Source: an optimization exercise on an open RTL-to-GDS flow (aim: small area, a short achievable clock period and few clock cycles). Production flows keep margins and buffers that such runs may drop. RTL that was checked went through simulation tests only; none was proved equivalent to the original.

## matmul_sequencer
module matmul_sequencer (
  input  logic       clk,
  input  logic       rst,
  input  logic       rx_valid,
  input  logic [7:0] rx_data,
  output logic [7:0] tx_data,
  output logic       tx_valid,
  input  logic       tx_ready,
  output logic       busy,
  output logic       done,
  output logic       err
);
  localparam logic [1:0] S_HDR = 2'd0, S_A = 2'd1, S_B = 2'd2, S_RUN = 2'd3;
  logic [1:0]  st_q, bcnt_q, hcnt_q, lph_q;
  logic [1:0]  mm1_q, nm1_q, pm1_q, ci_q, ck_q;
  logic [23:0] word_q;
  logic        nz_q, busy_q, done_q, err_q;
  logic [31:0] hw_q;
  logic [1:0]  tk_q, tr_q, tj_q;
  logic        tfirst_q, tfinal_q, apend_q;
  logic [2:0]  pc_q;
  logic [31:0] ar [0:3][0:3];
  logic [31:0] cr [0:3][0:3];
  logic [31:0] ains [0:3];
  logic [31:0] cins [0:3];
  logic        s2v_q, s2fin_q, s2last_q;
  logic [1:0]  s2j_q;
  logic        wfin_q;
  logic [1:0]  wfj_q;
  logic [2:0]  fcol_q;
  logic [31:0] w_q;
  logic        wv_q, wlast_q;
  logic [1:0]  wb_q, oi_q, oj_q;
  logic        oall_q;
  logic [7:0]  tx_data_q;
  logic        tx_valid_q, tx_last_q;
  logic        rxv, wend, hdr_ok, bload, going_busy, awe;
  logic [31:0] word_d;
  assign rxv    = rx_valid & ~busy_q;
  assign wend   = rxv & (bcnt_q == 2'd3);
  assign word_d = {word_q, rx_data};
  assign hdr_ok = ~nz_q & (rx_data[7:3] == 5'd0) & (rx_data[2:0] != 3'd0) &
                  ~(rx_data[2] & (rx_data[1:0] != 2'd0));
  assign bload  = wend & (st_q == S_B);
  assign going_busy = bload & (ci_q == nm1_q) & (ck_q == pm1_q);
  assign awe    = apend_q & ((lph_q + 2'd1) == tr_q);
  always_ff @(posedge clk) begin
    if (rxv) word_q <= word_d[23:0];
    if (wend) hw_q <= word_d;
  end
  always_comb begin
    for (int k = 0; k < 4; k++) begin
      ains[k] = (awe && tk_q == 2'(k)) ? hw_q : ar[k][3];
    end
  end
  logic [31:0] sum2, t_s, t_c;
  assign sum2 = t_s + t_c;
  always_comb begin
    for (int j = 0; j < 4; j++) begin
      cins[j] = (s2v_q && s2j_q == 2'(j)) ? sum2 : cr[j][3];
    end
  end
  always_ff @(posedge clk) begin
    for (int k = 0; k < 4; k++) begin
      ar[k][0] <= ains[k];
      ar[k][1] <= ar[k][0];
      ar[k][2] <= ar[k][1];
      ar[k][3] <= ar[k][2];
      cr[k][0] <= cins[k];
      cr[k][1] <= cr[k][0];
      cr[k][2] <= cr[k][1];
  ...
Size in the first run: ~1300 flip-flops, ~24 I/O pins, about 48000 um2 of cells after synthesis.
export LEC_CHECK = 0
export CAP_MARGIN = 20
export CORE_MARGIN = 2
export CORE_UTILIZATION = 40
export PLACE_DENSITY = 0.6
export SLEW_MARGIN = 20
create_clock -name core_clock -period 11.0 [get_ports {clk}]
standard.sh (not shown) runs the stock make flow with config.mk's settings and CLKGATE_MAP_FILE= SYNTH_SCRIPT=/design/flow/synth_recipe.tcl, a recipe that flattens the netlist after the stock synthesis.
==> flow/flow/run.sh <==
#!/bin/bash
set -euo pipefail
bash standard.sh SETUP_SLACK_MARGIN=7.65 CTS_CLUSTER_SIZE=25 CTS_CLUSTER_DIAMETER=70 finish > standard.log 2>&1
Next try:
--- a/flow/design.v
+++ b/flow/design.v
@@ -23,33 +23,42 @@
   logic [31:0] cr [0:3][0:3];
   logic [31:0] ains [0:3];
   logic [31:0] cins [0:3];
   logic        s2v_q, s2fin_q, s2last_q;
   logic [1:0]  s2j_q;
   logic        wfin_q;
   logic [1:0]  wfj_q;
   logic [2:0]  fcol_q;
   logic [31:0] w_q;
-  logic        wv_q, wlast_q;
+  logic        wv_q, wlast_q, sv_q, slast_q;
+  logic [7:0]  s_q;
   logic [1:0]  wb_q, oi_q, oj_q;
   logic        oall_q;
   logic [7:0]  tx_data_q;
   logic        tx_valid_q, tx_last_q;
   logic        rxv, wend, hdr_ok, bload, going_busy, awe;
   logic [31:0] word_d;
   assign rxv    = rx_valid & ~busy_q;
   assign wend   = rxv & (bcnt_q == 2'd3);
   assign word_d = {word_q, rx_data};
   assign hdr_ok = ~nz_q & (rx_data[7:3] == 5'd0) & (rx_data[2:0] != 3'd0) &
                   ~(rx_data[2] & (rx_data[1:0] != 2'd0));
   assign bload  = wend & (st_q == S_B);
   assign going_busy = bload & (ci_q == nm1_q) & (ck_q == pm1_q);
-  assign awe    = apend_q & ((lph_q + 2'd1) == tr_q);
+  function automatic logic [1:0] sig(input logic [1:0] ph);
+    unique case (ph)
+      2'd0:    sig = 2'd0;
+      2'd1:    sig = 2'd2;
+      2'd2:    sig = 2'd3;
+      default: sig = 2'd1;
+    endcase
+  endfunction
+  assign awe    = apend_q & (sig(lph_q + 2'd1) == tr_q);
   always_ff @(posedge clk) begin
     if (rxv) word_q <= word_d[23:0];
     if (wend) hw_q <= word_d;
   end
   always_comb begin
     for (int k = 0; k < 4; k++) begin
       ains[k] = (awe && tk_q == 2'(k)) ? hw_q : ar[k][3];
     end
   end
@@ -1292,43 +1301,47 @@
   assign t_s[28] = c268;
   assign t_c[28] = s269;
   assign t_s[29] = c269;
   assign t_c[29] = s270;
   assign t_s[30] = c270;
   assign t_c[30] = s271;
   assign t_s[31] = c271;
   assign t_c[31] = s272;
   always_ff @(posedge clk) cut_q <= cut_d;
-  logic        take, txfree, busy_eff, tx_go, w_to_tx, wfree, avail, load, direct;
+  logic        take, txfree, busy_eff, tx_go, from_s, w_to_tx, w_split;
+  logic        wfree, avail, load, direct;
   logic [31:0] src;
   logic [7:0]  wbyte;
   assign take     = tx_valid_q & tx_ready;
   assign txfree   = ~tx_valid_q | tx_ready;
   assign busy_eff = busy_q | going_busy;
   assign tx_go    = txfree & busy_eff;
-  assign w_to_tx  = tx_go & wv_q;
-  assign wfree    = ~wv_q | (w_to_tx & (wb_q == 2'd3));
+  assign from_s   = tx_go & sv_q;
+  assign w_to_tx  = tx_go & ~sv_q & wv_q;
+  assign w_split  = w_to_tx & (wb_q == 2'd2);
+  assign wfree    = ~wv_q | (txfree & busy_q & ~sv_q & wb_q[1]);
   assign src      = cr[oj_q][0];
-  assign avail    = st_q[1] & ~oall_q & ((lph_q + 2'd2) == oi_q) &
+  assign avail    = st_q[1] & ~oall_q & (sig(lph_q - 2'd2) == oi_q) &
                     (({1'b0, oj_q} < fcol_q) | (wfin_q & (wfj_q == oj_q)));
   assign load     = avail & wfree;
-  assign direct   = load & tx_go & ~wv_q;
+  assign direct   = load & tx_go & ~wv_q & ~sv_q;
   always_comb begin
     unique case (wb_q)
       2'd0:    wbyte = w_q[31:24];
       2'd1:    wbyte = w_q[23:16];
       2'd2:    wbyte = w_q[15:8];
       default: wbyte = w_q[7:0];
     endcase
   end
   always_ff @(posedge clk) begin
     if (load) w_q <= src;
-    if (tx_go) tx_data_q <= wv_q ? wbyte : src[31:24];
+    if (w_split) s_q <= w_q[7:0];
+    if (tx_go) tx_data_q <= sv_q ? s_q : (wv_q ? wbyte : src[31:24]);
   end
   always_ff @(posedge clk or posedge rst) begin
     if (rst) begin
       st_q      <= S_HDR;
       bcnt_q    <= '0;
       hcnt_q    <= '0;
       lph_q     <= '0;
       mm1_q     <= '0;
       nm1_q     <= '0;
@@ -1349,18 +1362,20 @@
       s2v_q     <= 1'b0;
       s2fin_q   <= 1'b0;
       s2last_q  <= 1'b0;
       s2j_q     <= '0;
       wfin_q    <= 1'b0;
       wfj_q     <= '0;
       fcol_q    <= '0;
       wv_q      <= 1'b0;
       wlast_q   <= 1'b0;
+      sv_q      <= 1'b0;
+      slast_q   <= 1'b0;
       wb_q      <= '0;
       oi_q      <= '0;
       oj_q      <= '0;
       oall_q    <= 1'b0;
       tx_valid_q <= 1'b0;
       tx_last_q <= 1'b0;
     end else begin
       done_q <= 1'b0;
       err_q  <= 1'b0;
@@ -1446,23 +1461,29 @@
         if (oj_q == pm1_q) begin
           oj_q <= '0;
           if (oi_q == mm1_q) oall_q <= 1'b1;
           else oi_q <= oi_q + 2'd1;
         end else begin
           oj_q <= oj_q + 2'd1;
         end
       end else if (w_to_tx) begin
         wb_q <= wb_q + 2'd1;
-        if (wb_q == 2'd3) wv_q <= 1'b0;
+        if (wb_q[1]) wv_q <= 1'b0;
+      end
+      if (w_split) begin
+        sv_q    <= 1'b1;
+        slast_q <= wlast_q;
+      end else if (from_s) begin
+        sv_q    <= 1'b0;
       end
       if (tx_go) begin
-        tx_valid_q <= wv_q | direct;
-        tx_last_q  <= wv_q & wlast_q & (wb_q == 2'd3);
+        tx_valid_q <= sv_q | wv_q | direct;
+        tx_last_q  <= sv_q ? slast_q : (wv_q & wlast_q & (wb_q == 2'd3));
       end
       if (take && tx_last_q) begin
         done_q <= 1'b1;
         busy_q <= 1'b0;
         st_q   <= S_HDR;
         oi_q   <= '0;
         oj_q   <= '0;
         oall_q <= 1'b0;
       end
=> Global-route usage shrinks by 1.1 points; non-clock buffer count drops by 28; synthesized area goes up by 2.7%; worst hold slack barely changes; fmax hardly moves; cell area came out higher by 2.0%; routed wire length goes down by 1.6%; final cell count is higher by 2.4%; critical path depth goes down by 2.
No run of this note included a check of the RTL's function; only the layout flow was run.

========
matmul_sequencer, a different RTL version from the one above (not shown whole).
Size in the first run: about 3,900 cells after synthesis, about 1,300 flip-flops, about 24 I/O pins, roughly 0.048 mm² of cells after synthesis.
clock: 11.0 ns
lec_check: 0
cap_margin: 20
core_margin: 2
core_utilization: 40
place_density: 0.6
slew_margin: 20
Scripts as last shown in full above: flow/flow/run.sh
Then changed:
--- a/flow/design.v
+++ b/flow/design.v
@@ -24,29 +24,28 @@
   logic [31:0] ains [0:3];
   logic [31:0] cins [0:3];
   logic        s2v_q, s2fin_q, s2last_q;
   logic [1:0]  s2j_q;
   logic        wfin_q;
   logic [1:0]  wfj_q;
   logic [2:0]  fcol_q;
   logic [31:0] w_q;
   logic        wv_q, wlast_q;
   logic [1:0]  wb_q, oi_q, oj_q;
   logic        oall_q;
   logic [7:0]  tx_data_q;
-  logic        tx_valid_q, tx_last_q, txe_q, run;
+  logic        tx_valid_q, tx_last_q;
   logic        rxv, wend, hdr_ok, bload, going_busy, awe;
   logic [31:0] word_d;
-  assign run    = (st_q == S_RUN);
-  assign rxv    = rx_valid & ~run;
+  assign rxv    = rx_valid & ~busy_q;
   assign wend   = rxv & (bcnt_q == 2'd3);
   assign word_d = {word_q, rx_data};
   assign hdr_ok = ~nz_q & (rx_data[7:3] == 5'd0) & (rx_data[2:0] != 3'd0) &
                   ~(rx_data[2] & (rx_data[1:0] != 2'd0));
   assign bload  = wend & (st_q == S_B);
   assign going_busy = bload & (ci_q == nm1_q) & (ck_q == pm1_q);
   assign awe    = apend_q & ((lph_q + 2'd1) == tr_q);
   always_ff @(posedge clk) begin
     if (rxv) word_q <= word_d[23:0];
     if (wend) hw_q <= word_d;
   end
   always_comb begin
@@ -1312,47 +1311,43 @@
   assign t_s[28] = c268;
   assign t_c[28] = s269;
   assign t_s[29] = c269;
   assign t_c[29] = s270;
   assign t_s[30] = c270;
   assign t_c[30] = s271;
   assign t_s[31] = c271;
   assign t_c[31] = s272;
   always_ff @(posedge clk) cut_q <= cut_d;
   logic        take, txfree, busy_eff, tx_go, w_to_tx, wfree, avail, load, direct;
   logic [31:0] src;
   logic [7:0]  wbyte;
-  assign take     = ~txe_q & tx_ready;
-  assign txfree   = txe_q | tx_ready;
-  assign busy_eff = run | going_busy;
+  assign take     = tx_valid_q & tx_ready;
+  assign txfree   = ~tx_valid_q | tx_ready;
+  assign busy_eff = busy_q | going_busy;
   assign tx_go    = txfree & busy_eff;
   assign w_to_tx  = tx_go & wv_q;
-  assign wfree    = ~wv_q | (txfree & run & (wb_q == 2'd3));
+  assign wfree    = ~wv_q | (w_to_tx & (wb_q == 2'd3));
   assign src      = cr[oj_q][0];
   assign avail    = st_q[1] & ~oall_q & ((lph_q + 2'd2) == oi_q) &
                     (({1'b0, oj_q} < fcol_q) | (wfin_q & (wfj_q == oj_q)));
   assign load     = avail & wfree;
   assign direct   = load & tx_go & ~wv_q;
   always_comb begin
     unique case (wb_q)
       2'd0:    wbyte = w_q[31:24];
       2'd1:    wbyte = w_q[23:16];
       2'd2:    wbyte = w_q[15:8];
       default: wbyte = w_q[7:0];
     endcase
   end
-  always_ff @(posedge clk or posedge rst) begin
-    if (rst) txe_q <= 1'b1;
-    else if (tx_go) txe_q <= ~(wv_q | direct);
-  end
   always_ff @(posedge clk) begin
     if (load) w_q <= src;
     if (tx_go) tx_data_q <= wv_q ? wbyte : src[31:24];
   end
   always_ff @(posedge clk or posedge rst) begin
     if (rst) begin
       st_q      <= S_HDR;
       bcnt_q    <= '0;
       hcnt_q    <= '0;
       lph_q     <= '0;
       mm1_q     <= '0;
       nm1_q     <= '0;
=>
- synthesized cell count climbs by 1.8%
- worst setup slack improved by 0.14 ns
- die area stays flat
- first-iteration DRC count rises by 1.2%
- final area drops by 0.46%
- count of clock-buffer cells in the layout decreases by 3
- sequential cell count falls by 1
- non-clock buffer count shrinks by 22
Testbench counts after the change, summed over its fixed seeds: cycles 26,589.
No functional check of the RTL was part of the first run of this note.

==> separate check: timing with driven ports <==
No port has a modelled driver above. Below, the same layouts with a new extraction and two added sets of constraints. Step 1: set_driving_cell puts a clkbuf_16 on clk and a buf_2 on each other input, an assumption about the parent block. Step 2 adds t to the input delays and takes it off the output delays; t is the mean of the earliest and latest rising clock arrival at the registers after step 1. Input paths then give back, and output paths get back, about the clock's delay inside the block. a / b / c = no drivers / after step 1 / after step 2; a / b = the first two.
| run | shift t [ns] | slack for setup (ns) | worst hold slack (ns) | worst setup path after step 2 | slew at the worst register clock pin (ns) |
|---|---|---|---|---|---|
| the first run of note 1 | 0.741 | 7.389 / 7.389 / 6.682 | 0.316 / 0.316 / 0.316 | input to register | 0.10 / 0.10 |
| the second run of note 1 | 0.718 | 7.381 / 7.381 / 6.768 | 0.318 / 0.318 / 0.318 | input to register | 0.10 / 0.10 |
| the first run of note 2 | 0.712 | 7.424 / 7.455 / 6.743 | 0.318 / 0.318 / 0.318 | input to register | 0.10 / 0.10 |
| the second run of note 2 | 0.721 | 7.568 / 7.494 / 6.992 | 0.319 / 0.319 / 0.319 | input to register | 0.10 / 0.10 |
After both steps every run listed still meets setup and hold. The setup slack of the first run of note 1, which loses most, moves by 0.000 ns with the drivers and by -0.707 ns with both steps.
